Source: an optimization exercise on an open RTL-to-GDS flow (aim: small area, a short achievable clock period and few clock cycles). Production flows keep margins and buffers that such runs may drop. Only simulation tests tie the RTL to the original design; equivalence was not proved.

## flow/design.v (module list and top-level ports; edited modules follow where they fit)
// module stick_radial_dead_zone: 2123 lines
// module srdz_sumsq: 1453 lines
// module srdz_mulabs: 1273 lines
module stick_radial_dead_zone #(
    parameter int SAMPLE_BITS = 16
) (
    input  logic                            aclk,
    input  logic                            aresetn,
    input  logic                            cfg_we,
    input  logic [srdz_pkg::DEAD_W-1:0]     cfg_wdata,    
    input  logic                            s_tvalid,
    output logic                            s_tready,
    input  logic [2*srdz_pkg::DATA_W-1:0]   s_tdata,      
    output logic                            m_tvalid,
    input  logic                            m_tready,
    output logic [2*srdz_pkg::DATA_W-1:0]   m_tdata,      
    output logic [0:0]                      m_tuser       
);
  // ...
==> flow/run.sh <==
#!/bin/bash
# synth_recipe.tcl (not shown) runs the flow's synth.tcl, then flattens the netlist and writes it again
# the make line also repeats each setting of config.mk as NAME=value (left out here)
make -C /OpenROAD-flow-scripts/flow DESIGN_CONFIG=/design/flow/config.mk WORK_HOME=/design/flow/orfs CLKGATE_MAP_FILE= SYNTH_SCRIPT=/design/flow/synth_recipe.tcl finish
==> flow/config.mk <==
export PLATFORM = sky130hd
export DESIGN_NAME = stick_radial_dead_zone
export DESIGN_NICKNAME = stick_radial_dead_zone
export VERILOG_FILES = /design/flow/design.v
export SDC_FILE = /design/flow/constraint.sdc
export NUM_CORES = 4
export LEC_CHECK = 0
export ABC_AREA = 1
export CAP_MARGIN = 20
export CORE_MARGIN = 2
export CORE_UTILIZATION = 40
export SETUP_SLACK_MARGIN = 3.0
export SLEW_MARGIN = 20
==> flow/constraint.sdc <==
create_clock -name core_clock -period 8.0 [get_ports {aclk}]
set_input_delay 1.6000 -clock core_clock [delete_from_list [all_inputs] [get_ports {aclk}]]
set_output_delay 1.6000 -clock core_clock [all_outputs]
set_load 0.01 [all_outputs]
==> out/qor.csv, run 1 <==
stage;metric;value;unit
cells_and_area;antenna_cells_inserted;6;
floorplanning;tap_cell_instance_count;4100;
sta;finalMaxSlewViolations;0;
setup_path;endpoint;p14_pxs[13]$_DFFE_PN_;
synthesis;mappedNetlistNets;14000;
drt;routed-wl-met2;151000;um
cts;cts-resized-gates;752;
cells_and_area;bufAreaShareNonClock;6.52;%
global_routing;global_router_s_overall_resource_usage;18.9;%
sta;clock_skew;0.0918;ns
global_routing;grt_first_pass_wirelength;464000;um
cts;post_cts_buffers;347;
setup_path;worstPathBufferInverterCount;9;
drt;detail_route.wirelength.met1;133000;um
status;run_status;timing/DRC/antenna clean;
setup_path;timing.setup.critical_path_class;reg -> reg;
cells_and_area;final_net_count;15000;
cts;clk_path_buf_depth;4;
worst_hold_path;holdCritPathClass;reg -> reg;
setup_path;setup_crit_start;p13_sat$_DFFE_PN_;
setup_path;crit_path_largest_cell_delay;0.54;ns
cells_and_area;final-seq-area;0.0558;mm2
sta;share_of_the_clock_period_used_by_the_worst_path_after_layout;65.6;%
cells_and_area;clock_buffer_instance_count_of_the_final_layout;240;
cells_and_area;clock_tree_area_fraction;4.64;%
cells_and_area;mostFrequentLayoutCells;sky130_fd_sc_hd__nand2_1 (1875), sky130_fd_sc_hd__edfxtp_1 (1808), sky130_fd_sc_hd__inv_1 (1590), sky130_fd_sc_hd__ha_1 (907), sky130_fd_sc_hd__nor2_1 (898);
cells_and_area;post_route_insts_no_fill;17500;
synthesis;asyncSetResetFlopFracSynth;0;%
place;pre_cts_ws;1.39;ns
synthesis;yosysTopAreaCellShare;44.3;%
Testbench counts, summed over its fixed seeds: cycles 12,184.
==> inputs of run 2 (changes only) <==
--- a/flow/design.v
+++ b/flow/design.v
@@ -18,21 +18,20 @@
     input  logic                            m_tready,
     output logic [2*srdz_pkg::DATA_W-1:0]   m_tdata,      
     output logic [0:0]                      m_tuser       
 );
     logic [14:0] dead_reg;
     logic [15:0] nden;           
     logic        dead_full;      
     logic en;
-    logic skid_v_reg;
     logic m_v_reg;
-    logic [15:0] m_x_reg, m_y_reg, skid_x_reg, skid_y_reg;
-    logic m_dz_reg, skid_dz_reg;
-    assign en       = !skid_v_reg;
+    logic [15:0] m_x_reg, m_y_reg;
+    logic m_dz_reg;
+    assign en       = !m_v_reg || m_tready;
     assign s_tready = en;
     assign m_tvalid = m_v_reg;
     assign m_tdata  = {m_y_reg[15] ? -{1'b0, m_y_reg[14:0]} : {1'b0, m_y_reg[14:0]},
                        m_x_reg[15] ? -{1'b0, m_x_reg[14:0]} : {1'b0, m_x_reg[14:0]}};
     assign m_tuser  = m_dz_reg;
     always_ff @(posedge aclk) begin
         if (!aresetn) begin
             dead_reg <= srdz_pkg::DEAD_RESET;
@@ -119,79 +118,75 @@
         assign w_S9 = s_sum[19:18];
         assign w_S10 = s_sum[21:20];
         assign w_S11 = s_sum[23:22];
         assign w_S12 = s_sum[25:24];
         assign w_S13 = s_sum[27:26];
         assign w_S14 = s_sum[29:28];
         assign w_S15 = s_sum[31:30];
     end
-    logic w_r1;
+    logic w_nr1;
     logic [1:0] w_R1;
     if (1) begin : g_sqrt0
-        logic [3:0] rt, tr, df;
+        logic [3:0] rt, df;
         logic ge;
         assign rt = {1'b0, w_S15};
-        assign tr = 4'b0001;
-        assign df = rt - tr;
+        assign df = rt - 4'b0001;
         assign ge = !df[3];
-        assign w_r1 = ge;
+        assign w_nr1 = !ge;
         assign w_R1 = ge ? df[1:0] : rt[1:0];
     end
-    logic [1:0] w_r2;
+    logic [1:0] w_nr2;
     logic [2:0] w_R2;
     if (1) begin : g_sqrt1
-        logic [4:0] rt, tr, df;
+        logic [4:0] rt, df;
         logic ge;
         assign rt = {1'b0, w_R1, w_S14};
-        assign tr = {1'b0, w_r1, 2'b01};
-        assign df = rt - tr;
+        assign df = rt + {2'b11, w_nr1, 2'b10} + 1'b1;
         assign ge = !df[4];
-        assign w_r2 = {w_r1, ge};
+        assign w_nr2 = {w_nr1, !ge};
         assign w_R2 = ge ? df[2:0] : rt[2:0];
     end
-    logic [2:0] w_r3;
+    logic [2:0] w_nr3;
     logic [3:0] w_R3;
     if (1) begin : g_sqrt2
-        logic [5:0] rt, tr, df;
+        logic [5:0] rt, df;
         logic ge;
         assign rt = {1'b0, w_R2, w_S13};
-        assign tr = {1'b0, w_r2, 2'b01};
-        assign df = rt - tr;
+        assign df = rt + {2'b11, w_nr2, 2'b10} + 1'b1;
         assign ge = !df[5];
-        assign w_r3 = {w_r2, ge};
+        assign w_nr3 = {w_nr2, !ge};
         assign w_R3 = ge ? df[3:0] : rt[3:0];
     end
-    logic [3:0] w_r4;
+    logic [3:0] w_nr4;
     logic [4:0] w_R4;
     if (1) begin : g_sqrt3
-        logic [6:0] rt, tr, df;
+        logic [6:0] rt, df;
         logic ge;
         assign rt = {1'b0, w_R3, w_S12};
-        assign tr = {1'b0, w_r3, 2'b01};
-        assign df = rt - tr;
+        assign df = rt + {2'b11, w_nr3, 2'b10} + 1'b1;
         assign ge = !df[6];
-        assign w_r4 = {w_r3, ge};
+        assign w_nr4 = {w_nr3, !ge};
         assign w_R4 = ge ? df[4:0] : rt[4:0];
     end
     logic v2;
     logic [4:0] p2_R4;
     logic [1:0] p2_S0;
     logic [1:0] p2_S1;
     logic [1:0] p2_S10;
     logic [1:0] p2_S11;
     logic [1:0] p2_S2;
     logic [1:0] p2_S3;
     logic [1:0] p2_S4;
     logic [1:0] p2_S5;
     logic [1:0] p2_S6;
     logic [1:0] p2_S7;
     logic [1:0] p2_S8;
     logic [1:0] p2_S9;
-    logic [3:0] p2_r4;
+    logic [3:0] p2_nr4;
     logic [15:0] p2_x;
     logic p2_xs;
     logic [15:0] p2_y;
     logic p2_ys;
     always_ff @(posedge aclk) begin
         if (!aresetn) v2 <= 1'b0;
         else if (en)  v2 <= v1;
     end
@@ -205,82 +200,78 @@
             p2_S2 <= w_S2;
             p2_S3 <= w_S3;
             p2_S4 <= w_S4;
             p2_S5 <= w_S5;
             p2_S6 <= w_S6;
             p2_S7 <= w_S7;
             p2_S8 <= w_S8;
             p2_S9 <= w_S9;
-            p2_r4 <= w_r4;
+            p2_nr4 <= w_nr4;
             p2_x <= p1_x;
             p2_xs <= p1_xs;
             p2_y <= p1_y;
             p2_ys <= p1_ys;
         end
     end
-    logic [4:0] w_r5;
+    logic [4:0] w_nr5;
     logic [5:0] w_R5;
     if (1) begin : g_sqrt4
-        logic [7:0] rt, tr, df;
+        logic [7:0] rt, df;
         logic ge;
         assign rt = {1'b0, p2_R4, p2_S11};
-        assign tr = {1'b0, p2_r4, 2'b01};
-        assign df = rt - tr;
+        assign df = rt + {2'b11, p2_nr4, 2'b10} + 1'b1;
         assign ge = !df[7];
-        assign w_r5 = {p2_r4, ge};
+        assign w_nr5 = {p2_nr4, !ge};
         assign w_R5 = ge ? df[5:0] : rt[5:0];
     end
-    logic [5:0] w_r6;
+    logic [5:0] w_nr6;
     logic [6:0] w_R6;
     if (1) begin : g_sqrt5
-        logic [8:0] rt, tr, df;
+        logic [8:0] rt, df;
         logic ge;
         assign rt = {1'b0, w_R5, p2_S10};
-        assign tr = {1'b0, w_r5, 2'b01};
-        assign df = rt - tr;
+        assign df = rt + {2'b11, w_nr5, 2'b10} + 1'b1;
         assign ge = !df[8];
-        assign w_r6 = {w_r5, ge};
+        assign w_nr6 = {w_nr5, !ge};
         assign w_R6 = ge ? df[6:0] : rt[6:0];
     end
-    logic [6:0] w_r7;
+    logic [6:0] w_nr7;
     logic [7:0] w_R7;
     if (1) begin : g_sqrt6
-        logic [9:0] rt, tr, df;
+        logic [9:0] rt, df;
         logic ge;
         assign rt = {1'b0, w_R6, p2_S9};
-        assign tr = {1'b0, w_r6, 2'b01};
-        assign df = rt - tr;
+        assign df = rt + {2'b11, w_nr6, 2'b10} + 1'b1;
         assign ge = !df[9];
-        assign w_r7 = {w_r6, ge};
+        assign w_nr7 = {w_nr6, !ge};
         assign w_R7 = ge ? df[7:0] : rt[7:0];
     end
-    logic [7:0] w_r8;
+    logic [7:0] w_nr8;
     logic [8:0] w_R8;
     if (1) begin : g_sqrt7
-        logic [10:0] rt, tr, df;
+        logic [10:0] rt, df;
         logic ge;
         assign rt = {1'b0, w_R7, p2_S8};
-        assign tr = {1'b0, w_r7, 2'b01};
-        assign df = rt - tr;
+        assign df = rt + {2'b11, w_nr7, 2'b10} + 1'b1;
         assign ge = !df[10];
-        assign w_r8 = {w_r7, ge};
+        assign w_nr8 = {w_nr7, !ge};
         assign w_R8 = ge ? df[8:0] : rt[8:0];
     end
     logic v3;
     logic [8:0] p3_R8;
     logic [1:0] p3_S0;
     logic [1:0] p3_S1;
     logic [1:0] p3_S2;
     logic [1:0] p3_S3;
     logic [1:0] p3_S4;
     logic [1:0] p3_S5;
     logic [1:0] p3_S6;
     logic [1:0] p3_S7;
-    logic [7:0] p3_r8;
+    logic [7:0] p3_nr8;
     logic [15:0] p3_x;
     logic p3_xs;
     logic [15:0] p3_y;
     logic p3_ys;
     always_ff @(posedge aclk) begin
         if (!aresetn) v3 <= 1'b0;
         else if (en)  v3 <= v2;
     end
@@ -290,177 +281,169 @@
             p3_S0 <= p2_S0;
             p3_S1 <= p2_S1;
             p3_S2 <= p2_S2;
             p3_S3 <= p2_S3;
             p3_S4 <= p2_S4;
             p3_S5 <= p2_S5;
             p3_S6 <= p2_S6;
             p3_S7 <= p2_S7;
-            p3_r8 <= w_r8;
+            p3_nr8 <= w_nr8;
             p3_x <= p2_x;
             p3_xs <= p2_xs;
             p3_y <= p2_y;
             p3_ys <= p2_ys;
         end
     end
-    logic [8:0] w_r9;
+    logic [8:0] w_nr9;
     logic [9:0] w_R9;
     if (1) begin : g_sqrt8
-        logic [11:0] rt, tr, df;
+        logic [11:0] rt, df;
         logic ge;
         assign rt = {1'b0, p3_R8, p3_S7};
-        assign tr = {1'b0, p3_r8, 2'b01};
-        assign df = rt - tr;
+        assign df = rt + {2'b11, p3_nr8, 2'b10} + 1'b1;
         assign ge = !df[11];
-        assign w_r9 = {p3_r8, ge};
+        assign w_nr9 = {p3_nr8, !ge};
         assign w_R9 = ge ? df[9:0] : rt[9:0];
     end
-    logic [9:0] w_r10;
+    logic [9:0] w_nr10;
     logic [10:0] w_R10;
     if (1) begin : g_sqrt9
-        logic [12:0] rt, tr, df;
+        logic [12:0] rt, df;
         logic ge;
         assign rt = {1'b0, w_R9, p3_S6};
-        assign tr = {1'b0, w_r9, 2'b01};
-        assign df = rt - tr;
+        assign df = rt + {2'b11, w_nr9, 2'b10} + 1'b1;
         assign ge = !df[12];
-        assign w_r10 = {w_r9, ge};
+        assign w_nr10 = {w_nr9, !ge};
         assign w_R10 = ge ? df[10:0] : rt[10:0];
     end
-    logic [10:0] w_r11;
+    logic [10:0] w_nr11;
     logic [11:0] w_R11;
     if (1) begin : g_sqrt10
-        logic [13:0] rt, tr, df;
+        logic [13:0] rt, df;
         logic ge;
         assign rt = {1'b0, w_R10, p3_S5};
-        assign tr = {1'b0, w_r10, 2'b01};
-        assign df = rt - tr;
+        assign df = rt + {2'b11, w_nr10, 2'b10} + 1'b1;
         assign ge = !df[13];
-        assign w_r11 = {w_r10, ge};
+        assign w_nr11 = {w_nr10, !ge};
         assign w_R11 = ge ? df[11:0] : rt[11:0];
     end
     logic v4;
     logic [11:0] p4_R11;
     logic [1:0] p4_S0;
     logic [1:0] p4_S1;
     logic [1:0] p4_S2;
     logic [1:0] p4_S3;
     logic [1:0] p4_S4;
-    logic [10:0] p4_r11;
+    logic [10:0] p4_nr11;
     logic [15:0] p4_x;
     logic p4_xs;
     logic [15:0] p4_y;
     logic p4_ys;
     always_ff @(posedge aclk) begin
         if (!aresetn) v4 <= 1'b0;
         else if (en)  v4 <= v3;
     end
     always_ff @(posedge aclk) begin
         if (en) begin
             p4_R11 <= w_R11;
             p4_S0 <= p3_S0;
             p4_S1 <= p3_S1;
             p4_S2 <= p3_S2;
             p4_S3 <= p3_S3;
             p4_S4 <= p3_S4;
-            p4_r11 <= w_r11;
+            p4_nr11 <= w_nr11;
             p4_x <= p3_x;
             p4_xs <= p3_xs;
             p4_y <= p3_y;
             p4_ys <= p3_ys;
         end
     end
-    logic [11:0] w_r12;
+    logic [11:0] w_nr12;
     logic [12:0] w_R12;
     if (1) begin : g_sqrt11
-        logic [14:0] rt, tr, df;
+        logic [14:0] rt, df;
         logic ge;
         assign rt = {1'b0, p4_R11, p4_S4};
-        assign tr = {1'b0, p4_r11, 2'b01};
-        assign df = rt - tr;
+        assign df = rt + {2'b11, p4_nr11, 2'b10} + 1'b1;
         assign ge = !df[14];
-        assign w_r12 = {p4_r11, ge};
+        assign w_nr12 = {p4_nr11, !ge};
         assign w_R12 = ge ? df[12:0] : rt[12:0];
     end
-    logic [12:0] w_r13;
+    logic [12:0] w_nr13;
     logic [13:0] w_R13;
     if (1) begin : g_sqrt12
-        logic [15:0] rt, tr, df;
+        logic [15:0] rt, df;
         logic ge;
         assign rt = {1'b0, w_R12, p4_S3};
-        assign tr = {1'b0, w_r12, 2'b01};
-        assign df = rt - tr;
+        assign df = rt + {2'b11, w_nr12, 2'b10} + 1'b1;
         assign ge = !df[15];
-        assign w_r13 = {w_r12, ge};
+        assign w_nr13 = {w_nr12, !ge};
         assign w_R13 = ge ? df[13:0] : rt[13:0];
     end
-    logic [13:0] w_r14;
+    logic [13:0] w_nr14;
     logic [14:0] w_R14;
     if (1) begin : g_sqrt13
-        logic [16:0] rt, tr, df;
+        logic [16:0] rt, df;
         logic ge;
         assign rt = {1'b0, w_R13, p4_S2};
-        assign tr = {1'b0, w_r13, 2'b01};
-        assign df = rt - tr;
+        assign df = rt + {2'b11, w_nr13, 2'b10} + 1'b1;
         assign ge = !df[16];
-        assign w_r14 = {w_r13, ge};
+        assign w_nr14 = {w_nr13, !ge};
         assign w_R14 = ge ? df[14:0] : rt[14:0];
     end
     logic v5;
     logic [14:0] p5_R14;
     logic [1:0] p5_S0;
     logic [1:0] p5_S1;
-    logic [13:0] p5_r14;
+    logic [13:0] p5_nr14;
     logic [15:0] p5_x;
     logic p5_xs;
     logic [15:0] p5_y;
     logic p5_ys;
     always_ff @(posedge aclk) begin
         if (!aresetn) v5 <= 1'b0;
         else if (en)  v5 <= v4;
     end
     always_ff @(posedge aclk) begin
         if (en) begin
             p5_R14 <= w_R14;
             p5_S0 <= p4_S0;
             p5_S1 <= p4_S1;
-            p5_r14 <= w_r14;
+            p5_nr14 <= w_nr14;
             p5_x <= p4_x;
             p5_xs <= p4_xs;
             p5_y <= p4_y;
             p5_ys <= p4_ys;
         end
     end
-    logic [14:0] w_r15;
+    logic [14:0] w_nr15;
     logic [15:0] w_R15;
     if (1) begin : g_sqrt14
-        logic [17:0] rt, tr, df;
+        logic [17:0] rt, df;
         logic ge;
         assign rt = {1'b0, p5_R14, p5_S1};
-        assign tr = {1'b0, p5_r14, 2'b01};
-        assign df = rt - tr;
+        assign df = rt + {2'b11, p5_nr14, 2'b10} + 1'b1;
         assign ge = !df[17];
-        assign w_r15 = {p5_r14, ge};
+        assign w_nr15 = {p5_nr14, !ge};
         assign w_R15 = ge ? df[15:0] : rt[15:0];
     end
-    logic [15:0] w_r16;
+    logic [15:0] w_nr16;
     if (1) begin : g_sqrt15
-        logic [18:0] rt, tr, df;
+        logic [18:0] rt, df;
         logic ge;
         assign rt = {1'b0, w_R15, p5_S0};
-        assign tr = {1'b0, w_r15, 2'b01};
-        assign df = rt - tr;
+        assign df = rt + {2'b11, w_nr15, 2'b10} + 1'b1;
         assign ge = !df[18];
-        assign w_r16 = {w_r15, ge};
+        assign w_nr16 = {w_nr15, !ge};
     end
     logic w_f0;
     logic w_dz;
     logic w_sat;
-    logic [15:0] w_mag;
+    logic [15:0] w_nmag;
     logic [14:0] w_A0;
     logic w_L0;
     logic w_L1;
     logic w_L2;
     logic w_L3;
     logic w_L4;
     logic w_L5;
     logic w_L6;
@@ -469,23 +452,25 @@
     logic w_L9;
     logic w_L10;
     logic w_L11;
     logic w_L12;
     logic w_L13;
     logic w_L14;
     if (1) begin : g_pre
         logic [16:0] tt;
-        assign tt = {1'b0, w_r16} + {2'b11, ~dead_reg};
+        logic [15:0] m;
+        assign m = ~w_nr16;
+        assign tt = {1'b0, m} + {2'b11, ~dead_reg};
         logic eq;
-        assign eq = (w_r16 == {1'b0, dead_reg});
+        assign eq = (m == {1'b0, dead_reg});
         assign w_f0 = tt[16] && !(eq && dead_full);
         assign w_dz = tt[16] && !eq;
-        assign w_sat = w_r16[15] || (&w_r16[14:0]);
-        assign w_mag = w_r16;
+        assign w_sat = m[15] || (&m[14:0]);
+        assign w_nmag = w_nr16;
         assign w_A0 = tt[14:0];
         assign w_L0 = ~tt[0];
         assign w_L1 = ~tt[1];
         assign w_L2 = ~tt[2];
         assign w_L3 = ~tt[3];
         assign w_L4 = ~tt[4];
         assign w_L5 = ~tt[5];
         assign w_L6 = ~tt[6];
@@ -514,17 +499,17 @@
     logic p6_L4;
     logic p6_L5;
     logic p6_L6;
     logic p6_L7;
     logic p6_L8;
     logic p6_L9;
     logic p6_dz;
     logic p6_f0;
-    logic [15:0] p6_mag;
+    logic [15:0] p6_nmag;
     logic p6_sat;
     logic [15:0] p6_x;
     logic p6_xs;
     logic [15:0] p6_y;
     logic p6_ys;
     always_ff @(posedge aclk) begin
         if (!aresetn) v6 <= 1'b0;
         else if (en)  v6 <= v5;
@@ -544,17 +529,17 @@
             p6_L4 <= w_L4;
             p6_L5 <= w_L5;
             p6_L6 <= w_L6;
             p6_L7 <= w_L7;
             p6_L8 <= w_L8;
             p6_L9 <= w_L9;
             p6_dz <= w_dz;
             p6_f0 <= w_f0;
-            p6_mag <= w_mag;
+            p6_nmag <= w_nmag;
             p6_sat <= w_sat;
             p6_x <= p5_x;
             p6_xs <= p5_xs;
             p6_y <= p5_y;
             p6_ys <= p5_ys;
         end
     end
     logic w_s14;
@@ -591,17 +576,17 @@
     logic p7_L4;
     logic p7_L5;
     logic p7_L6;
     logic p7_L7;
     logic p7_L8;
     logic p7_L9;
     logic p7_dz;
     logic p7_f0;
-    logic [15:0] p7_mag;
+    logic [15:0] p7_nmag;
     logic p7_s13;
     logic p7_s14;
     logic p7_sat;
     logic [15:0] p7_x;
     logic p7_xs;
     logic [15:0] p7_y;
     logic p7_ys;
     always_ff @(posedge aclk) begin
@@ -621,17 +606,17 @@
             p7_L4 <= p6_L4;
             p7_L5 <= p6_L5;
             p7_L6 <= p6_L6;
             p7_L7 <= p6_L7;
             p7_L8 <= p6_L8;
             p7_L9 <= p6_L9;
             p7_dz <= p6_dz;
             p7_f0 <= p6_f0;
-            p7_mag <= p6_mag;
+            p7_nmag <= p6_nmag;
             p7_s13 <= w_s13;
             p7_s14 <= w_s14;
             p7_sat <= p6_sat;
             p7_x <= p6_x;
             p7_xs <= p6_xs;
             p7_y <= p6_y;
             p7_ys <= p6_ys;
         end
@@ -668,17 +653,17 @@
     logic p8_L4;
     logic p8_L5;
     logic p8_L6;
     logic p8_L7;
     logic p8_L8;
     logic p8_L9;
     logic p8_dz;
     logic p8_f0;
-    logic [15:0] p8_mag;
+    logic [15:0] p8_nmag;
     logic p8_s11;
     logic p8_s12;
     logic p8_s13;
     logic p8_s14;
     logic p8_sat;
     logic [15:0] p8_x;
     logic p8_xs;
     logic [15:0] p8_y;
@@ -698,17 +683,17 @@
             p8_L4 <= p7_L4;
             p8_L5 <= p7_L5;
             p8_L6 <= p7_L6;
             p8_L7 <= p7_L7;
             p8_L8 <= p7_L8;
             p8_L9 <= p7_L9;
             p8_dz <= p7_dz;
             p8_f0 <= p7_f0;
-            p8_mag <= p7_mag;
+            p8_nmag <= p7_nmag;
             p8_s11 <= w_s11;
             p8_s12 <= w_s12;
             p8_s13 <= p7_s13;
             p8_s14 <= p7_s14;
             p8_sat <= p7_sat;
             p8_x <= p7_x;
             p8_xs <= p7_xs;
             p8_y <= p7_y;
@@ -745,17 +730,17 @@
     logic p9_L3;
     logic p9_L4;
     logic p9_L5;
     logic p9_L6;
     logic p9_L7;
     logic p9_L8;
     logic p9_dz;
     logic p9_f0;
-    logic [15:0] p9_mag;
+    logic [15:0] p9_nmag;
     logic p9_s10;
     logic p9_s11;
     logic p9_s12;
     logic p9_s13;
     logic p9_s14;
     logic p9_s9;
     logic p9_sat;
     logic [15:0] p9_x;
@@ -775,17 +760,17 @@
             p9_L3 <= p8_L3;
             p9_L4 <= p8_L4;
             p9_L5 <= p8_L5;
             p9_L6 <= p8_L6;
             p9_L7 <= p8_L7;
             p9_L8 <= p8_L8;
             p9_dz <= p8_dz;
             p9_f0 <= p8_f0;
-            p9_mag <= p8_mag;
+            p9_nmag <= p8_nmag;
             p9_s10 <= w_s10;
             p9_s11 <= p8_s11;
             p9_s12 <= p8_s12;
             p9_s13 <= p8_s13;
             p9_s14 <= p8_s14;
             p9_s9 <= w_s9;
             p9_sat <= p8_sat;
             p9_x <= p8_x;
@@ -822,17 +807,17 @@
     logic p10_L1;
     logic p10_L2;
     logic p10_L3;
     logic p10_L4;
     logic p10_L5;
     logic p10_L6;
     logic p10_dz;
     logic p10_f0;
-    logic [15:0] p10_mag;
+    logic [15:0] p10_nmag;
     logic p10_s10;
     logic p10_s11;
     logic p10_s12;
     logic p10_s13;
     logic p10_s14;
     logic p10_s7;
     logic p10_s8;
     logic p10_s9;
@@ -852,17 +837,17 @@
             p10_L1 <= p9_L1;
             p10_L2 <= p9_L2;
             p10_L3 <= p9_L3;
             p10_L4 <= p9_L4;
             p10_L5 <= p9_L5;
             p10_L6 <= p9_L6;
             p10_dz <= p9_dz;
             p10_f0 <= p9_f0;
-            p10_mag <= p9_mag;
+            p10_nmag <= p9_nmag;
             p10_s10 <= p9_s10;
             p10_s11 <= p9_s11;
             p10_s12 <= p9_s12;
             p10_s13 <= p9_s13;
             p10_s14 <= p9_s14;
             p10_s7 <= w_s7;
             p10_s8 <= w_s8;
             p10_s9 <= p9_s9;
@@ -899,17 +884,17 @@
     logic [14:0] p11_A10;
     logic p11_L0;
     logic p11_L1;
     logic p11_L2;
     logic p11_L3;
     logic p11_L4;
     logic p11_dz;
     logic p11_f0;
-    logic [15:0] p11_mag;
+    logic [15:0] p11_nmag;
     logic p11_s10;
     logic p11_s11;
     logic p11_s12;
     logic p11_s13;
     logic p11_s14;
     logic p11_s5;
     logic p11_s6;
     logic p11_s7;
@@ -929,17 +914,17 @@
             p11_A10 <= w_A10;
             p11_L0 <= p10_L0;
             p11_L1 <= p10_L1;
             p11_L2 <= p10_L2;
             p11_L3 <= p10_L3;
             p11_L4 <= p10_L4;
             p11_dz <= p10_dz;
             p11_f0 <= p10_f0;
-            p11_mag <= p10_mag;
+            p11_nmag <= p10_nmag;
             p11_s10 <= p10_s10;
             p11_s11 <= p10_s11;
             p11_s12 <= p10_s12;
             p11_s13 <= p10_s13;
             p11_s14 <= p10_s14;
             p11_s5 <= w_s5;
             p11_s6 <= w_s6;
             p11_s7 <= p10_s7;
@@ -976,17 +961,17 @@
     always_ff @(posedge aclk) nden_s12 <= nden;
     logic v12;
     logic [14:0] p12_A12;
     logic p12_L0;
     logic p12_L1;
     logic p12_L2;
     logic p12_dz;
     logic p12_f0;
-    logic [15:0] p12_mag;
+    logic [15:0] p12_nmag;
     logic p12_s10;
     logic p12_s11;
     logic p12_s12;
     logic p12_s13;
     logic p12_s14;
     logic p12_s3;
     logic p12_s4;
     logic p12_s5;
@@ -1006,17 +991,17 @@
     always_ff @(posedge aclk) begin
         if (en) begin
             p12_A12 <= w_A12;
             p12_L0 <= p11_L0;
             p12_L1 <= p11_L1;
             p12_L2 <= p11_L2;
             p12_dz <= p11_dz;
             p12_f0 <= p11_f0;
-            p12_mag <= p11_mag;
+            p12_nmag <= p11_nmag;
             p12_s10 <= p11_s10;
             p12_s11 <= p11_s11;
             p12_s12 <= p11_s12;
             p12_s13 <= p11_s13;
             p12_s14 <= p11_s14;
             p12_s3 <= w_s3;
             p12_s4 <= w_s4;
             p12_s5 <= p11_s5;
@@ -1053,17 +1038,17 @@
     end
     logic [15:0] nden_s13;
     always_ff @(posedge aclk) nden_s13 <= nden;
     logic v13;
     logic [14:0] p13_A14;
     logic p13_L0;
     logic p13_dz;
     logic p13_f0;
-    logic [15:0] p13_mag;
+    logic [15:0] p13_nmag;
     logic p13_s1;
     logic p13_s10;
     logic p13_s11;
     logic p13_s12;
     logic p13_s13;
     logic p13_s14;
     logic p13_s2;
     logic p13_s3;
@@ -1083,17 +1068,17 @@
         else if (en)  v13 <= v12;
     end
     always_ff @(posedge aclk) begin
         if (en) begin
             p13_A14 <= w_A14;
             p13_L0 <= p12_L0;
             p13_dz <= p12_dz;
             p13_f0 <= p12_f0;
-            p13_mag <= p12_mag;
+            p13_nmag <= p12_nmag;
             p13_s1 <= w_s1;
             p13_s10 <= p12_s10;
             p13_s11 <= p12_s11;
             p13_s12 <= p12_s12;
             p13_s13 <= p12_s13;
             p13_s14 <= p12_s14;
             p13_s2 <= w_s2;
             p13_s3 <= p12_s3;
@@ -1138,32 +1123,32 @@
         logic [29:0] pys0, pyc0, yt;
         assign yt = {15'd0, p13_y[14:0] & {15{s0e}}};
         assign w_pys = pys0 ^ pyc0 ^ yt;
         assign w_pyc = {((pys0[28:0] & pyc0[28:0]) | (pys0[28:0] & yt[28:0]) | (pyc0[28:0] & yt[28:0])), s0e & p13_y[15]};
     end
     logic v14;
     logic p14_dz;
     logic p14_f0;
-    logic [15:0] p14_mag;
+    logic [15:0] p14_nmag;
     logic [29:0] p14_pxc;
     logic [29:0] p14_pxs;
     logic [29:0] p14_pyc;
     logic [29:0] p14_pys;
     logic p14_xs;
     logic p14_ys;
     always_ff @(posedge aclk) begin
         if (!aresetn) v14 <= 1'b0;
         else if (en)  v14 <= v13;
     end
     always_ff @(posedge aclk) begin
         if (en) begin
             p14_dz <= p13_dz;
             p14_f0 <= p13_f0;
-            p14_mag <= p13_mag;
+            p14_nmag <= p13_nmag;
             p14_pxc <= w_pxc;
             p14_pxs <= w_pxs;
             p14_pyc <= w_pyc;
             p14_pys <= w_pys;
             p14_xs <= p13_xs;
             p14_ys <= p13_ys;
         end
     end
@@ -1239,23 +1224,23 @@
     logic w_Xq14;
     logic [15:0] w_XA1;
     logic w_Yq14;
     logic [15:0] w_YA1;
     if (1) begin : g_d2_0
         logic [16:0] rtX;
         logic [17:0] dfX;
         assign rtX = {w_XA0, w_XL14};
-        assign dfX = {1'b0, rtX} - {2'b0, p14_mag};
+        assign dfX = {1'b0, rtX} + {2'b11, p14_nmag} + 1'b1;
         assign w_Xq14 = !dfX[17];
         assign w_XA1 = dfX[17] ? rtX[15:0] : dfX[15:0];
         logic [16:0] rtY;
         logic [17:0] dfY;
         assign rtY = {w_YA0, w_YL14};
-        assign dfY = {1'b0, rtY} - {2'b0, p14_mag};
+        assign dfY = {1'b0, rtY} + {2'b11, p14_nmag} + 1'b1;
         assign w_Yq14 = !dfY[17];
         assign w_YA1 = dfY[17] ? rtY[15:0] : dfY[15:0];
     end
     logic v15;
     logic [15:0] p15_XA1;
     logic p15_XL0;
     logic p15_XL1;
     logic p15_XL10;
@@ -1284,17 +1269,17 @@
     logic p15_YL5;
     logic p15_YL6;
     logic p15_YL7;
     logic p15_YL8;
     logic p15_YL9;
     logic p15_Yq14;
     logic p15_dz;
     logic p15_f0;
-    logic [15:0] p15_mag;
+    logic [15:0] p15_nmag;
     logic p15_xs;
     logic p15_ys;
     always_ff @(posedge aclk) begin
         if (!aresetn) v15 <= 1'b0;
         else if (en)  v15 <= v14;
     end
     always_ff @(posedge aclk) begin
         if (en) begin
@@ -1327,54 +1312,54 @@
             p15_YL5 <= w_YL5;
             p15_YL6 <= w_YL6;
             p15_YL7 <= w_YL7;
             p15_YL8 <= w_YL8;
             p15_YL9 <= w_YL9;
             p15_Yq14 <= w_Yq14;
             p15_dz <= p14_dz;
             p15_f0 <= p14_f0;
-            p15_mag <= p14_mag;
+            p15_nmag <= p14_nmag;
             p15_xs <= p14_xs;
             p15_ys <= p14_ys;
         end
     end
     logic w_Xq13;
     logic [15:0] w_XA2;
     logic w_Yq13;
     logic [15:0] w_YA2;
     if (1) begin : g_d2_1
         logic [16:0] rtX;
         logic [17:0] dfX;
         assign rtX = {p15_XA1, p15_XL13};
-        assign dfX = {1'b0, rtX} - {2'b0, p15_mag};
+        assign dfX = {1'b0, rtX} + {2'b11, p15_nmag} + 1'b1;
         assign w_Xq13 = !dfX[17];
         assign w_XA2 = dfX[17] ? rtX[15:0] : dfX[15:0];
         logic [16:0] rtY;
         logic [17:0] dfY;
         assign rtY = {p15_YA1, p15_YL13};
-        assign dfY = {1'b0, rtY} - {2'b0, p15_mag};
+        assign dfY = {1'b0, rtY} + {2'b11, p15_nmag} + 1'b1;
         assign w_Yq13 = !dfY[17];
         assign w_YA2 = dfY[17] ? rtY[15:0] : dfY[15:0];
     end
     logic w_Xq12;
     logic [15:0] w_XA3;
     logic w_Yq12;
     logic [15:0] w_YA3;
     if (1) begin : g_d2_2
         logic [16:0] rtX;
         logic [17:0] dfX;
         assign rtX = {w_XA2, p15_XL12};
-        assign dfX = {1'b0, rtX} - {2'b0, p15_mag};
+        assign dfX = {1'b0, rtX} + {2'b11, p15_nmag} + 1'b1;
         assign w_Xq12 = !dfX[17];
         assign w_XA3 = dfX[17] ? rtX[15:0] : dfX[15:0];
         logic [16:0] rtY;
         logic [17:0] dfY;
         assign rtY = {w_YA2, p15_YL12};
-        assign dfY = {1'b0, rtY} - {2'b0, p15_mag};
+        assign dfY = {1'b0, rtY} + {2'b11, p15_nmag} + 1'b1;
         assign w_Yq12 = !dfY[17];
         assign w_YA3 = dfY[17] ? rtY[15:0] : dfY[15:0];
     end
     logic v16;
     logic [15:0] p16_XA3;
     logic p16_XL0;
     logic p16_XL1;
     logic p16_XL10;
@@ -1403,17 +1388,17 @@
     logic p16_YL7;
     logic p16_YL8;
     logic p16_YL9;
     logic p16_Yq12;
     logic p16_Yq13;
     logic p16_Yq14;
     logic p16_dz;
     logic p16_f0;
-    logic [15:0] p16_mag;
+    logic [15:0] p16_nmag;
     logic p16_xs;
     logic p16_ys;
     always_ff @(posedge aclk) begin
         if (!aresetn) v16 <= 1'b0;
         else if (en)  v16 <= v15;
     end
     always_ff @(posedge aclk) begin
         if (en) begin
@@ -1446,54 +1431,54 @@
             p16_YL7 <= p15_YL7;
             p16_YL8 <= p15_YL8;
             p16_YL9 <= p15_YL9;
             p16_Yq12 <= w_Yq12;
             p16_Yq13 <= w_Yq13;
             p16_Yq14 <= p15_Yq14;
             p16_dz <= p15_dz;
             p16_f0 <= p15_f0;
-            p16_mag <= p15_mag;
+            p16_nmag <= p15_nmag;
             p16_xs <= p15_xs;
             p16_ys <= p15_ys;
         end
     end
     logic w_Xq11;
     logic [15:0] w_XA4;
     logic w_Yq11;
     logic [15:0] w_YA4;
     if (1) begin : g_d2_3
         logic [16:0] rtX;
         logic [17:0] dfX;
         assign rtX = {p16_XA3, p16_XL11};
-        assign dfX = {1'b0, rtX} - {2'b0, p16_mag};
+        assign dfX = {1'b0, rtX} + {2'b11, p16_nmag} + 1'b1;
         assign w_Xq11 = !dfX[17];
         assign w_XA4 = dfX[17] ? rtX[15:0] : dfX[15:0];
         logic [16:0] rtY;
         logic [17:0] dfY;
         assign rtY = {p16_YA3, p16_YL11};
-        assign dfY = {1'b0, rtY} - {2'b0, p16_mag};
+        assign dfY = {1'b0, rtY} + {2'b11, p16_nmag} + 1'b1;
         assign w_Yq11 = !dfY[17];
         assign w_YA4 = dfY[17] ? rtY[15:0] : dfY[15:0];
     end
     logic w_Xq10;
     logic [15:0] w_XA5;
     logic w_Yq10;
     logic [15:0] w_YA5;
     if (1) begin : g_d2_4
         logic [16:0] rtX;
         logic [17:0] dfX;
         assign rtX = {w_XA4, p16_XL10};
-        assign dfX = {1'b0, rtX} - {2'b0, p16_mag};
+        assign dfX = {1'b0, rtX} + {2'b11, p16_nmag} + 1'b1;
         assign w_Xq10 = !dfX[17];
         assign w_XA5 = dfX[17] ? rtX[15:0] : dfX[15:0];
         logic [16:0] rtY;
         logic [17:0] dfY;
         assign rtY = {w_YA4, p16_YL10};
-        assign dfY = {1'b0, rtY} - {2'b0, p16_mag};
+        assign dfY = {1'b0, rtY} + {2'b11, p16_nmag} + 1'b1;
         assign w_Yq10 = !dfY[17];
         assign w_YA5 = dfY[17] ? rtY[15:0] : dfY[15:0];
     end
     logic v17;
     logic [15:0] p17_XA5;
     logic p17_XL0;
     logic p17_XL1;
     logic p17_XL2;
@@ -1522,17 +1507,17 @@
     logic p17_YL9;
     logic p17_Yq10;
     logic p17_Yq11;
     logic p17_Yq12;
     logic p17_Yq13;
     logic p17_Yq14;
     logic p17_dz;
     logic p17_f0;
-    logic [15:0] p17_mag;
+    logic [15:0] p17_nmag;
     logic p17_xs;
     logic p17_ys;
     always_ff @(posedge aclk) begin
         if (!aresetn) v17 <= 1'b0;
         else if (en)  v17 <= v16;
     end
     always_ff @(posedge aclk) begin
         if (en) begin
@@ -1565,54 +1550,54 @@
             p17_YL9 <= p16_YL9;
             p17_Yq10 <= w_Yq10;
             p17_Yq11 <= w_Yq11;
             p17_Yq12 <= p16_Yq12;
             p17_Yq13 <= p16_Yq13;
             p17_Yq14 <= p16_Yq14;
             p17_dz <= p16_dz;
             p17_f0 <= p16_f0;
-            p17_mag <= p16_mag;
+            p17_nmag <= p16_nmag;
             p17_xs <= p16_xs;
             p17_ys <= p16_ys;
         end
     end
     logic w_Xq9;
     logic [15:0] w_XA6;
     logic w_Yq9;
     logic [15:0] w_YA6;
     if (1) begin : g_d2_5
         logic [16:0] rtX;
         logic [17:0] dfX;
         assign rtX = {p17_XA5, p17_XL9};
-        assign dfX = {1'b0, rtX} - {2'b0, p17_mag};
+        assign dfX = {1'b0, rtX} + {2'b11, p17_nmag} + 1'b1;
         assign w_Xq9 = !dfX[17];
         assign w_XA6 = dfX[17] ? rtX[15:0] : dfX[15:0];
         logic [16:0] rtY;
         logic [17:0] dfY;
         assign rtY = {p17_YA5, p17_YL9};
-        assign dfY = {1'b0, rtY} - {2'b0, p17_mag};
+        assign dfY = {1'b0, rtY} + {2'b11, p17_nmag} + 1'b1;
         assign w_Yq9 = !dfY[17];
         assign w_YA6 = dfY[17] ? rtY[15:0] : dfY[15:0];
     end
     logic w_Xq8;
     logic [15:0] w_XA7;
     logic w_Yq8;
     logic [15:0] w_YA7;
     if (1) begin : g_d2_6
         logic [16:0] rtX;
         logic [17:0] dfX;
         assign rtX = {w_XA6, p17_XL8};
-        assign dfX = {1'b0, rtX} - {2'b0, p17_mag};
+        assign dfX = {1'b0, rtX} + {2'b11, p17_nmag} + 1'b1;
         assign w_Xq8 = !dfX[17];
         assign w_XA7 = dfX[17] ? rtX[15:0] : dfX[15:0];
         logic [16:0] rtY;
         logic [17:0] dfY;
         assign rtY = {w_YA6, p17_YL8};
-        assign dfY = {1'b0, rtY} - {2'b0, p17_mag};
+        assign dfY = {1'b0, rtY} + {2'b11, p17_nmag} + 1'b1;
         assign w_Yq8 = !dfY[17];
         assign w_YA7 = dfY[17] ? rtY[15:0] : dfY[15:0];
     end
     logic v18;
     logic [15:0] p18_XA7;
     logic p18_XL0;
     logic p18_XL1;
     logic p18_XL2;
@@ -1641,17 +1626,17 @@
     logic p18_Yq11;
     logic p18_Yq12;
     logic p18_Yq13;
     logic p18_Yq14;
     logic p18_Yq8;
     logic p18_Yq9;
     logic p18_dz;
     logic p18_f0;
-    logic [15:0] p18_mag;
+    logic [15:0] p18_nmag;
     logic p18_xs;
     logic p18_ys;
     always_ff @(posedge aclk) begin
         if (!aresetn) v18 <= 1'b0;
         else if (en)  v18 <= v17;
     end
     always_ff @(posedge aclk) begin
         if (en) begin
@@ -1684,54 +1669,54 @@
             p18_Yq11 <= p17_Yq11;
             p18_Yq12 <= p17_Yq12;
             p18_Yq13 <= p17_Yq13;
             p18_Yq14 <= p17_Yq14;
             p18_Yq8 <= w_Yq8;
             p18_Yq9 <= w_Yq9;
             p18_dz <= p17_dz;
             p18_f0 <= p17_f0;
-            p18_mag <= p17_mag;
+            p18_nmag <= p17_nmag;
             p18_xs <= p17_xs;
             p18_ys <= p17_ys;
         end
     end
     logic w_Xq7;
     logic [15:0] w_XA8;
     logic w_Yq7;
     logic [15:0] w_YA8;
     if (1) begin : g_d2_7
         logic [16:0] rtX;
         logic [17:0] dfX;
         assign rtX = {p18_XA7, p18_XL7};
-        assign dfX = {1'b0, rtX} - {2'b0, p18_mag};
+        assign dfX = {1'b0, rtX} + {2'b11, p18_nmag} + 1'b1;
         assign w_Xq7 = !dfX[17];
         assign w_XA8 = dfX[17] ? rtX[15:0] : dfX[15:0];
         logic [16:0] rtY;
         logic [17:0] dfY;
         assign rtY = {p18_YA7, p18_YL7};
-        assign dfY = {1'b0, rtY} - {2'b0, p18_mag};
+        assign dfY = {1'b0, rtY} + {2'b11, p18_nmag} + 1'b1;
         assign w_Yq7 = !dfY[17];
         assign w_YA8 = dfY[17] ? rtY[15:0] : dfY[15:0];
     end
     logic w_Xq6;
     logic [15:0] w_XA9;
     logic w_Yq6;
     logic [15:0] w_YA9;
     if (1) begin : g_d2_8
         logic [16:0] rtX;
         logic [17:0] dfX;
         assign rtX = {w_XA8, p18_XL6};
-        assign dfX = {1'b0, rtX} - {2'b0, p18_mag};
+        assign dfX = {1'b0, rtX} + {2'b11, p18_nmag} + 1'b1;
         assign w_Xq6 = !dfX[17];
         assign w_XA9 = dfX[17] ? rtX[15:0] : dfX[15:0];
         logic [16:0] rtY;
         logic [17:0] dfY;
         assign rtY = {w_YA8, p18_YL6};
-        assign dfY = {1'b0, rtY} - {2'b0, p18_mag};
+        assign dfY = {1'b0, rtY} + {2'b11, p18_nmag} + 1'b1;
         assign w_Yq6 = !dfY[17];
         assign w_YA9 = dfY[17] ? rtY[15:0] : dfY[15:0];
     end
     logic v19;
     logic [15:0] p19_XA9;
     logic p19_XL0;
     logic p19_XL1;
     logic p19_XL2;
@@ -1760,17 +1745,17 @@
     logic p19_Yq13;
     logic p19_Yq14;
     logic p19_Yq6;
     logic p19_Yq7;
     logic p19_Yq8;
     logic p19_Yq9;
     logic p19_dz;
     logic p19_f0;
-    logic [15:0] p19_mag;
+    logic [15:0] p19_nmag;
     logic p19_xs;
     logic p19_ys;
     always_ff @(posedge aclk) begin
         if (!aresetn) v19 <= 1'b0;
         else if (en)  v19 <= v18;
     end
     always_ff @(posedge aclk) begin
         if (en) begin
@@ -1803,54 +1788,54 @@
             p19_Yq13 <= p18_Yq13;
             p19_Yq14 <= p18_Yq14;
             p19_Yq6 <= w_Yq6;
             p19_Yq7 <= w_Yq7;
             p19_Yq8 <= p18_Yq8;
             p19_Yq9 <= p18_Yq9;
             p19_dz <= p18_dz;
             p19_f0 <= p18_f0;
-            p19_mag <= p18_mag;
+            p19_nmag <= p18_nmag;
             p19_xs <= p18_xs;
             p19_ys <= p18_ys;
         end
     end
     logic w_Xq5;
     logic [15:0] w_XA10;
     logic w_Yq5;
     logic [15:0] w_YA10;
     if (1) begin : g_d2_9
         logic [16:0] rtX;
         logic [17:0] dfX;
         assign rtX = {p19_XA9, p19_XL5};
-        assign dfX = {1'b0, rtX} - {2'b0, p19_mag};
+        assign dfX = {1'b0, rtX} + {2'b11, p19_nmag} + 1'b1;
         assign w_Xq5 = !dfX[17];
         assign w_XA10 = dfX[17] ? rtX[15:0] : dfX[15:0];
         logic [16:0] rtY;
         logic [17:0] dfY;
         assign rtY = {p19_YA9, p19_YL5};
-        assign dfY = {1'b0, rtY} - {2'b0, p19_mag};
+        assign dfY = {1'b0, rtY} + {2'b11, p19_nmag} + 1'b1;
         assign w_Yq5 = !dfY[17];
         assign w_YA10 = dfY[17] ? rtY[15:0] : dfY[15:0];
     end
     logic w_Xq4;
     logic [15:0] w_XA11;
     logic w_Yq4;
     logic [15:0] w_YA11;
     if (1) begin : g_d2_10
         logic [16:0] rtX;
         logic [17:0] dfX;
         assign rtX = {w_XA10, p19_XL4};
-        assign dfX = {1'b0, rtX} - {2'b0, p19_mag};
+        assign dfX = {1'b0, rtX} + {2'b11, p19_nmag} + 1'b1;
         assign w_Xq4 = !dfX[17];
         assign w_XA11 = dfX[17] ? rtX[15:0] : dfX[15:0];
         logic [16:0] rtY;
         logic [17:0] dfY;
         assign rtY = {w_YA10, p19_YL4};
-        assign dfY = {1'b0, rtY} - {2'b0, p19_mag};
+        assign dfY = {1'b0, rtY} + {2'b11, p19_nmag} + 1'b1;
         assign w_Yq4 = !dfY[17];
         assign w_YA11 = dfY[17] ? rtY[15:0] : dfY[15:0];
     end
     logic v20;
     logic [15:0] p20_XA11;
     logic p20_XL0;
     logic p20_XL1;
     logic p20_XL2;
@@ -1879,17 +1864,17 @@
     logic p20_Yq4;
     logic p20_Yq5;
     logic p20_Yq6;
     logic p20_Yq7;
     logic p20_Yq8;
     logic p20_Yq9;
     logic p20_dz;
     logic p20_f0;
-    logic [15:0] p20_mag;
+    logic [15:0] p20_nmag;
     logic p20_xs;
     logic p20_ys;
     always_ff @(posedge aclk) begin
         if (!aresetn) v20 <= 1'b0;
         else if (en)  v20 <= v19;
     end
     always_ff @(posedge aclk) begin
         if (en) begin
@@ -1922,54 +1907,54 @@
             p20_Yq4 <= w_Yq4;
             p20_Yq5 <= w_Yq5;
             p20_Yq6 <= p19_Yq6;
             p20_Yq7 <= p19_Yq7;
             p20_Yq8 <= p19_Yq8;
             p20_Yq9 <= p19_Yq9;
             p20_dz <= p19_dz;
             p20_f0 <= p19_f0;
-            p20_mag <= p19_mag;
+            p20_nmag <= p19_nmag;
             p20_xs <= p19_xs;
             p20_ys <= p19_ys;
         end
     end
     logic w_Xq3;
     logic [15:0] w_XA12;
     logic w_Yq3;
     logic [15:0] w_YA12;
     if (1) begin : g_d2_11
         logic [16:0] rtX;
         logic [17:0] dfX;
         assign rtX = {p20_XA11, p20_XL3};
-        assign dfX = {1'b0, rtX} - {2'b0, p20_mag};
+        assign dfX = {1'b0, rtX} + {2'b11, p20_nmag} + 1'b1;
         assign w_Xq3 = !dfX[17];
         assign w_XA12 = dfX[17] ? rtX[15:0] : dfX[15:0];
         logic [16:0] rtY;
         logic [17:0] dfY;
         assign rtY = {p20_YA11, p20_YL3};
-        assign dfY = {1'b0, rtY} - {2'b0, p20_mag};
+        assign dfY = {1'b0, rtY} + {2'b11, p20_nmag} + 1'b1;
         assign w_Yq3 = !dfY[17];
         assign w_YA12 = dfY[17] ? rtY[15:0] : dfY[15:0];
     end
     logic w_Xq2;
     logic [15:0] w_XA13;
     logic w_Yq2;
     logic [15:0] w_YA13;
     if (1) begin : g_d2_12
         logic [16:0] rtX;
         logic [17:0] dfX;
         assign rtX = {w_XA12, p20_XL2};
-        assign dfX = {1'b0, rtX} - {2'b0, p20_mag};
+        assign dfX = {1'b0, rtX} + {2'b11, p20_nmag} + 1'b1;
         assign w_Xq2 = !dfX[17];
         assign w_XA13 = dfX[17] ? rtX[15:0] : dfX[15:0];
         logic [16:0] rtY;
         logic [17:0] dfY;
         assign rtY = {w_YA12, p20_YL2};
-        assign dfY = {1'b0, rtY} - {2'b0, p20_mag};
+        assign dfY = {1'b0, rtY} + {2'b11, p20_nmag} + 1'b1;
         assign w_Yq2 = !dfY[17];
         assign w_YA13 = dfY[17] ? rtY[15:0] : dfY[15:0];
     end
     logic v21;
     logic [15:0] p21_XA13;
     logic p21_XL0;
     logic p21_XL1;
     logic p21_Xq10;
@@ -1998,17 +1983,17 @@
     logic p21_Yq4;
     logic p21_Yq5;
     logic p21_Yq6;
     logic p21_Yq7;
     logic p21_Yq8;
     logic p21_Yq9;
     logic p21_dz;
     logic p21_f0;
-    logic [15:0] p21_mag;
+    logic [15:0] p21_nmag;
     logic p21_xs;
     logic p21_ys;
     always_ff @(posedge aclk) begin
         if (!aresetn) v21 <= 1'b0;
         else if (en)  v21 <= v20;
     end
     always_ff @(posedge aclk) begin
         if (en) begin
@@ -2041,94 +2026,76 @@
             p21_Yq4 <= p20_Yq4;
             p21_Yq5 <= p20_Yq5;
             p21_Yq6 <= p20_Yq6;
             p21_Yq7 <= p20_Yq7;
             p21_Yq8 <= p20_Yq8;
             p21_Yq9 <= p20_Yq9;
             p21_dz <= p20_dz;
             p21_f0 <= p20_f0;
-            p21_mag <= p20_mag;
+            p21_nmag <= p20_nmag;
             p21_xs <= p20_xs;
             p21_ys <= p20_ys;
         end
     end
     logic w_Xq1;
     logic [15:0] w_XA14;
     logic w_Yq1;
     logic [15:0] w_YA14;
     if (1) begin : g_d2_13
         logic [16:0] rtX;
         logic [17:0] dfX;
         assign rtX = {p21_XA13, p21_XL1};
-        assign dfX = {1'b0, rtX} - {2'b0, p21_mag};
+        assign dfX = {1'b0, rtX} + {2'b11, p21_nmag} + 1'b1;
         assign w_Xq1 = !dfX[17];
         assign w_XA14 = dfX[17] ? rtX[15:0] : dfX[15:0];
         logic [16:0] rtY;
         logic [17:0] dfY;
         assign rtY = {p21_YA13, p21_YL1};
-        assign dfY = {1'b0, rtY} - {2'b0, p21_mag};
+        assign dfY = {1'b0, rtY} + {2'b11, p21_nmag} + 1'b1;
         assign w_Yq1 = !dfY[17];
         assign w_YA14 = dfY[17] ? rtY[15:0] : dfY[15:0];
     end
     logic w_Xq0;
     logic w_Yq0;
     if (1) begin : g_d2_14
         logic [16:0] rtX;
         logic [17:0] dfX;
         assign rtX = {w_XA14, p21_XL0};
-        assign dfX = {1'b0, rtX} - {2'b0, p21_mag};
+        assign dfX = {1'b0, rtX} + {2'b11, p21_nmag} + 1'b1;
         assign w_Xq0 = !dfX[17];
         logic [16:0] rtY;
         logic [17:0] dfY;
         assign rtY = {w_YA14, p21_YL0};
-        assign dfY = {1'b0, rtY} - {2'b0, p21_mag};
+        assign dfY = {1'b0, rtY} + {2'b11, p21_nmag} + 1'b1;
         assign w_Yq0 = !dfY[17];
     end
     logic [15:0] w_ox;
     logic [15:0] w_oy;
     logic w_odz;
     if (1) begin : g_fin
         logic [15:0] qx, qy;
         assign qx = {1'b0, p21_Xq14, p21_Xq13, p21_Xq12, p21_Xq11, p21_Xq10, p21_Xq9, p21_Xq8, p21_Xq7, p21_Xq6, p21_Xq5, p21_Xq4, p21_Xq3, p21_Xq2, w_Xq1, w_Xq0};
         assign qy = {1'b0, p21_Yq14, p21_Yq13, p21_Yq12, p21_Yq11, p21_Yq10, p21_Yq9, p21_Yq8, p21_Yq7, p21_Yq6, p21_Yq5, p21_Yq4, p21_Yq3, p21_Yq2, w_Yq1, w_Yq0};
         assign w_ox = p21_f0 ? 16'd0 : {p21_xs, qx[14:0]};
         assign w_oy = p21_f0 ? 16'd0 : {p21_ys, qy[14:0]};
         assign w_odz = p21_dz;
     end
     always_ff @(posedge aclk) begin
         if (!aresetn) begin
-            m_v_reg    <= 1'b0;
-            skid_v_reg <= 1'b0;
-        end else if (!m_v_reg || m_tready) begin
-            if (skid_v_reg) begin
-                m_v_reg    <= 1'b1;
-                skid_v_reg <= 1'b0;
-            end else begin
-                m_v_reg <= v21;
-            end
-        end else if (v21) begin
-            skid_v_reg <= 1'b1;
+            m_v_reg <= 1'b0;
+        end else if (en) begin
+            m_v_reg <= v21;
         end
     end
     always_ff @(posedge aclk) begin
-        if (!m_v_reg || m_tready) begin
-            if (skid_v_reg) begin
-                m_x_reg  <= skid_x_reg;
-                m_y_reg  <= skid_y_reg;
-                m_dz_reg <= skid_dz_reg;
-            end else begin
-                m_x_reg  <= w_ox;
-                m_y_reg  <= w_oy;
-                m_dz_reg <= w_odz;
-            end
-        end else if (en) begin
-            skid_x_reg  <= w_ox;
-            skid_y_reg  <= w_oy;
-            skid_dz_reg <= w_odz;
+        if (en) begin
+            m_x_reg  <= w_ox;
+            m_y_reg  <= w_oy;
+            m_dz_reg <= w_odz;
         end
     end
 endmodule
 module srdz_sumsq (
     input  logic [15:0] x,
     input  logic [15:0] y,
     output logic [31:0] ps,
     output logic [31:0] pc
==> flow/config.mk (replaced) <==
export PLATFORM = sky130hd
export DESIGN_NAME = stick_radial_dead_zone
export DESIGN_NICKNAME = stick_radial_dead_zone
export VERILOG_FILES = /design/flow/design.v
export SDC_FILE = /design/flow/constraint.sdc
export NUM_CORES = 4
export LEC_CHECK = 0
export ABC_AREA = 1
export CAP_MARGIN = 20
export CORE_MARGIN = 2
export CORE_UTILIZATION = 50
export CTS_BUF_LIST = sky130_fd_sc_hd__clkbuf_8
export CTS_CLUSTER_SIZE = 30
export SETUP_SLACK_MARGIN = 2.5
export SLEW_MARGIN = 20
==> run 2 against run 1 <==
  * The layout now fails its checks (max-capacitance violations, max-slew violations)
  * Setup slack worse by 0.049 ns
  * Non-clock buffer count down 618
  * Die area down 21%
  * Synthesized cell count down 1.0%
  * Via count down 3.7%
  * Register-to-register slack worse by 0.05 ns
  * Sequential share of layout area up 3.3 points
  * Worst hold slack better by 0.011 ns
==> out/qor.csv, run 2 <==
stage;metric;value;unit;change
status;run_status;finished with violations;;
status;violations;max-capacitance violations, max-slew violations;;
worst_hold_path;min_delay_path_depth;0;;
worst_hold_path;holdPathEnd;nden_s6[0]$_DFF_P_;;
global_routing;grt_start_max_net_pins;186;;
sta;share_of_the_clock_period_used_by_the_worst_path_after_layout;66.3;%;+0.61 points
synthesis;synth.distinct_cells;65;;
global_routing;first_global_vias;85100;;
drt;drt_drc_violations_left;0;;
drt;total_wirelength;287000;um;
drt;detailroute.via_count;85500;;
synthesis;synth_most_common_cell;sky130_fd_sc_hd__nand2_1;;
cells_and_area;largest_registers;p1_ss: 31 flops, p1_sc: 30 flops;;
worst_hold_path;holdCritPathClass;reg -> reg;;
place;gpl.final_weighted_congestion;0.894;;
synthesis;synth_seq_cells;1846;;
place;numPortBuffers;86;;
sta;finalMaxSlewViolations;1;;+1
synthesis;post_synthesis_mux_area_share;0.118;%;
setup_path;crit_chain;clkinv_1 > nor2_1 > fa_1 > fa_1 > inv_1 > fa_1 > inv_1 > fa_1 > fa_1 > fa_1 > fa_1;;
cts;clk_path_buf_depth;4;;unchanged
setup_path;timing.rr.end;p14_pys[14]$_DFFE_PP_;;
cells_and_area;synth_to_final_area_change;12.2;%;
synthesis;synth.yosys.warnings;1;;
setup_path;depth_of_the_worst_register_to_register_path;11;;
synthesis;ys.flop_type;sky130_fd_sc_hd__edfxtp_1;;
cts;tritoncts.num_buffers;334;;
cells_and_area;mostFrequentLayoutCells;sky130_fd_sc_hd__nand2_1 (2104), sky130_fd_sc_hd__inv_1 (1781), sky130_fd_sc_hd__edfxtp_1 (1775), sky130_fd_sc_hd__ha_1 (1020), sky130_fd_sc_hd__nor2_1 (999);;
sta;hold-worst-slack;0.323;ns;
sta;max_clock_freq;0.189;GHz;
cts;root_buffer;sky130_fd_sc_hd__clkbuf_8;;
drt;final_antenna_net_count;0;;
synthesis;synthDominantAreaCellType;sky130_fd_sc_hd__edfxtp_1;;
global_routing;grt_first_pass_wirelength;451000;um;-2.8%
worst_hold_path;worstHoldStart;nden[0]$_DFF_P_;;
cells_and_area;max_ffs_per_register;31;;
sta;timing.max_slew.rel_slack;-0.818;%;
synthesis;synthesis.area;0.121;mm2;
synthesis;asyncSetResetFlopFracSynth;0;%;unchanged
setup_path;worst-r2r-setup-slack;2.70;ns;
sta;final_hold_viol_count;0;;
floorplanning;floorplan.io_pins;87;;
cells_and_area;layout_commonest_cell;sky130_fd_sc_hd__nand2_1;;
sta;timing_worst_slew_pin_value;1.50;ns;
synthesis;yosysSeqAreaShare;45.2;%;
synthesis;synth_xor_area_share;5.66;%;
synthesis;synth-compound-area-share;8.88;%;
setup_path;crit_path_end_kind;register;;
global_routing;grt.overflow.total;0;;
setup_path;worstSetupStartpointType;register;;
sta;timing.final.setup_violations;0;;
setup_path;r2r_start;p13_y[3]$_DFFE_PP_;;
synthesis;simple_logic_cell_fraction_of_the_synthesized_area;12.8;%;
flow_run;maxCapViolCount;1;;
sta;setup-tns-final;0;ns;
floorplanning;chipWidth;496;um;
floorplanning;dieHeight;496;um;
floorplanning;core;0.241;mm2;
cells_and_area;share_of_final_layout_standard_cells_stronger_than_drive_strength_1;9.18;%;
floorplanning;start_util;50.3;%;
synthesis;yosys-top-cells-area;sky130_fd_sc_hd__edfxtp_1 (44%), sky130_fd_sc_hd__ha_1 (11%), sky130_fd_sc_hd__fa_1 (10%), sky130_fd_sc_hd__nand2_1 (6.6%), sky130_fd_sc_hd__inv_1 (5.3%);;
synthesis;number_of_synthesized_flops_with_an_enable_pin;1775;;
sta;final_critical_path_required_period;5.30;ns;
drt;drt_pass1_iterations;6;;
global_routing;global_router_s_overall_resource_usage;23.0;%;+4.1 points
cts;numClockSinks;1846;;
cts;clk_transition_reported_paths;0.06;ns;
cts;h-tree-depth;5;;
cts;worstSkewPairLatency;1.06;ns;
drt;viasPerCell;5.34;;
synthesis;yosysTopAreaCellShare;44.0;%;-0.26 points
floorplanning;row_count;180;;
synthesis;main_combinational_cell_family_by_area_after_synthesis;adder cells;;
sta;grt_setup_unrepaired;yes;;
synthesis;netlist_top_cells_count;sky130_fd_sc_hd__nand2_1 (2140), sky130_fd_sc_hd__edfxtp_1 (1775), sky130_fd_sc_hd__inv_1 (1709);;
cts;tritoncts_clock_tree;done;;
cells_and_area;fill_cells;20700;;
setup_path;worstPathRequired;8.78;ns;
cts;post_cts_hold_buffer_count;0;;
setup_path;worst-path-max-fanout;10;;
cells_and_area;final_net_count;14300;;-4.3%
setup_path;crit_path_largest_cell_delay;0.54;ns;about the same
synthesis;syn-mean-instance-area;9.99;um2;
setup_path;timing.critical_path.mode_cell;sky130_fd_sc_hd__fa_1;;
synthesis;synth_fa_ha_area_share;21.0;%;
floorplanning;die-area;0.246;mm2;
drt;drt_iter0_markers;5311;;
synthesis;syn-instance-count;12100;;
setup_path;timing.setup.critical_path_class;reg -> reg;;
sta;clock_skew;0.0904;ns;-0.00141 ns
global_routing;grt_antenna_before_repair;6;;
synthesis;mappedNetlistNets;13800;;-0.88%
place;hpwlAfterDp;208000;um;
drt;wire_per_inst;17.9;um;
setup_path;critical_path.slowest_cell;sky130_fd_sc_hd__fa_1;;
cells_and_area;regMostFlops;p1_ss;;
setup_path;worst_ep_arrival_time;6.08;ns;
## run 2: cell count changes after synthesis, moves of 26 or more
cell                       change
sky130_fd_sc_hd__a211oi_1     -27
sky130_fd_sc_hd__nand2_1     -106
sky130_fd_sc_hd__nor2_1       +41
sky130_fd_sc_hd__clkbuf_1     -35
sky130_fd_sc_hd__edfxtp_1     -33
sky130_fd_sc_hd__nand3_1      -26
sky130_fd_sc_hd__a21oi_1      +32
sky130_fd_sc_hd__o21bai_1     +26
sky130_fd_sc_hd__o21ai_0      +37
sky130_fd_sc_hd__a22o_1       -29
sky130_fd_sc_hd__buf_2        +30
## run 2: worst max path at each step
stage / cells past startpoint / slack [ns] / endpoint / from
after floorplan: 3 / 0.44 / s_tready / m_tready
after global placement: 34 / 1.59 / p18_YA7[0]$_DFFE_PP_ / p17_nmag[2]$_DFFE_PP_
after detailed placement: 34 / 1.62 / p18_YA7[0]$_DFFE_PP_ / p17_nmag[2]$_DFFE_PP_
after CTS: 33 / 2.49 / p18_YA7[0]$_DFFE_PP_ / p17_nmag[2]$_DFFE_PP_
after global routing: 36 / 2.29 / p16_YA3[6]$_DFFE_PP_ / p15_nmag[2]$_DFFE_PP_
final: 11 / 2.70 / p14_pys[14]$_DFFE_PP_ / p13_y[3]$_DFFE_PP_
## run 2: logic make-up after synthesis
| family | count (synthesis) |
|---|---|
| simple gates | 3812 |
| buf+inv | 2007 |
| compound gates | 1992 |
| flops | 1846 |
| fa+ha+maj | 1671 |
| xor+xnor | 783 |
| mux | 13 |
## run 2: repair_timing
action / in CTS / in global routing
resized for setup: 162 / 402
endpoints found under the hold margin: 0 / 0
buffers inserted: 64 / 148
pin swaps: 20 / 108
gates cloned: 12 / 9
endpoints found under the setup margin: 392 / 421
## run 2: cell type report
| cell class | count | area (um2) | share of cell area [%] |
|---|---|---|---|
| multi-input cells | 8281 | 60700 | 44.7 |
| flip-flops and latches | 1846 | 54700 | 40.3 |
| inverters | 1738 | 6640 | 4.89 |
| clock buffers | 346 | 4760 | 3.50 |
| well taps | 3185 | 3990 | 2.93 |
| repair buffers | 388 | 3550 | 2.61 |
| clock inverters | 222 | 1470 | 1.08 |
| repair inverters | 8 | 56.3 | 0.0414 |
| diodes | 4 | 10.0 | 0.00737 |
## run 2: critical path: cells and delay by family, from the launching register on
kind | cells | cell delay [ns]
DFF | 1 | 0.52
and+or+nand+nor | 1 | 0.31
buffers and inverters | 3 | 0.61
adders and majority gates | 7 | 3.58
## run 2: stage by stage
stage          util [%]  worst slack, ns  instances  area, um2
3_5_place_dp       52.2             1.62      15200     126000
2_1_floorplan         -            0.437      12100     121000
5_1_grt            56.4             2.29      16000     136000
6_report           56.4             2.70      16000     136000
4_1_cts            55.2             2.49      15900     133000
3_3_place_gp       52.2             1.59      15200     126000
## run 2: routing by layer
layer  vias to the layer above  part of all wire [%]  GRT usage [%]  wire (um)
met5                         -                     0              0          0
met4                         0                   3.6           8.81      10400
met3                       628                   4.2           2.92      12100
met2                      1944                    50           40.2     144000
met1                     41300                    42           29.1     121000
li1                      41600                     -              -          -
Testbench counts of run 2, summed over its fixed seeds: cycles 12,184.

[afterwards: timing with drivers on the ports]
In the flow no input, the clock included, has a driving cell. The finished layouts below were timed again as built, in two steps. Step 1: set_driving_cell puts a clkbuf_16 on aclk and a buf_2 on each other input, an assumption about the parent block. Step 2 also shifts input and output timing later by t, the mid clock arrival at the registers, as if the neighbouring blocks saw the same clock. Slacks: ideal / step 1 / step 2; pairs: ideal / step 1.
run | t (ns) | slack for setup (ns) | hold WS [ns]
run 1 | 0.981 | 2.748 / 2.748 / 2.748 | 0.312 / 0.312 / 0.312
run 2 | 1.106 | 2.700 / 2.685 / 2.700 | 0.323 / 0.323 / 0.323
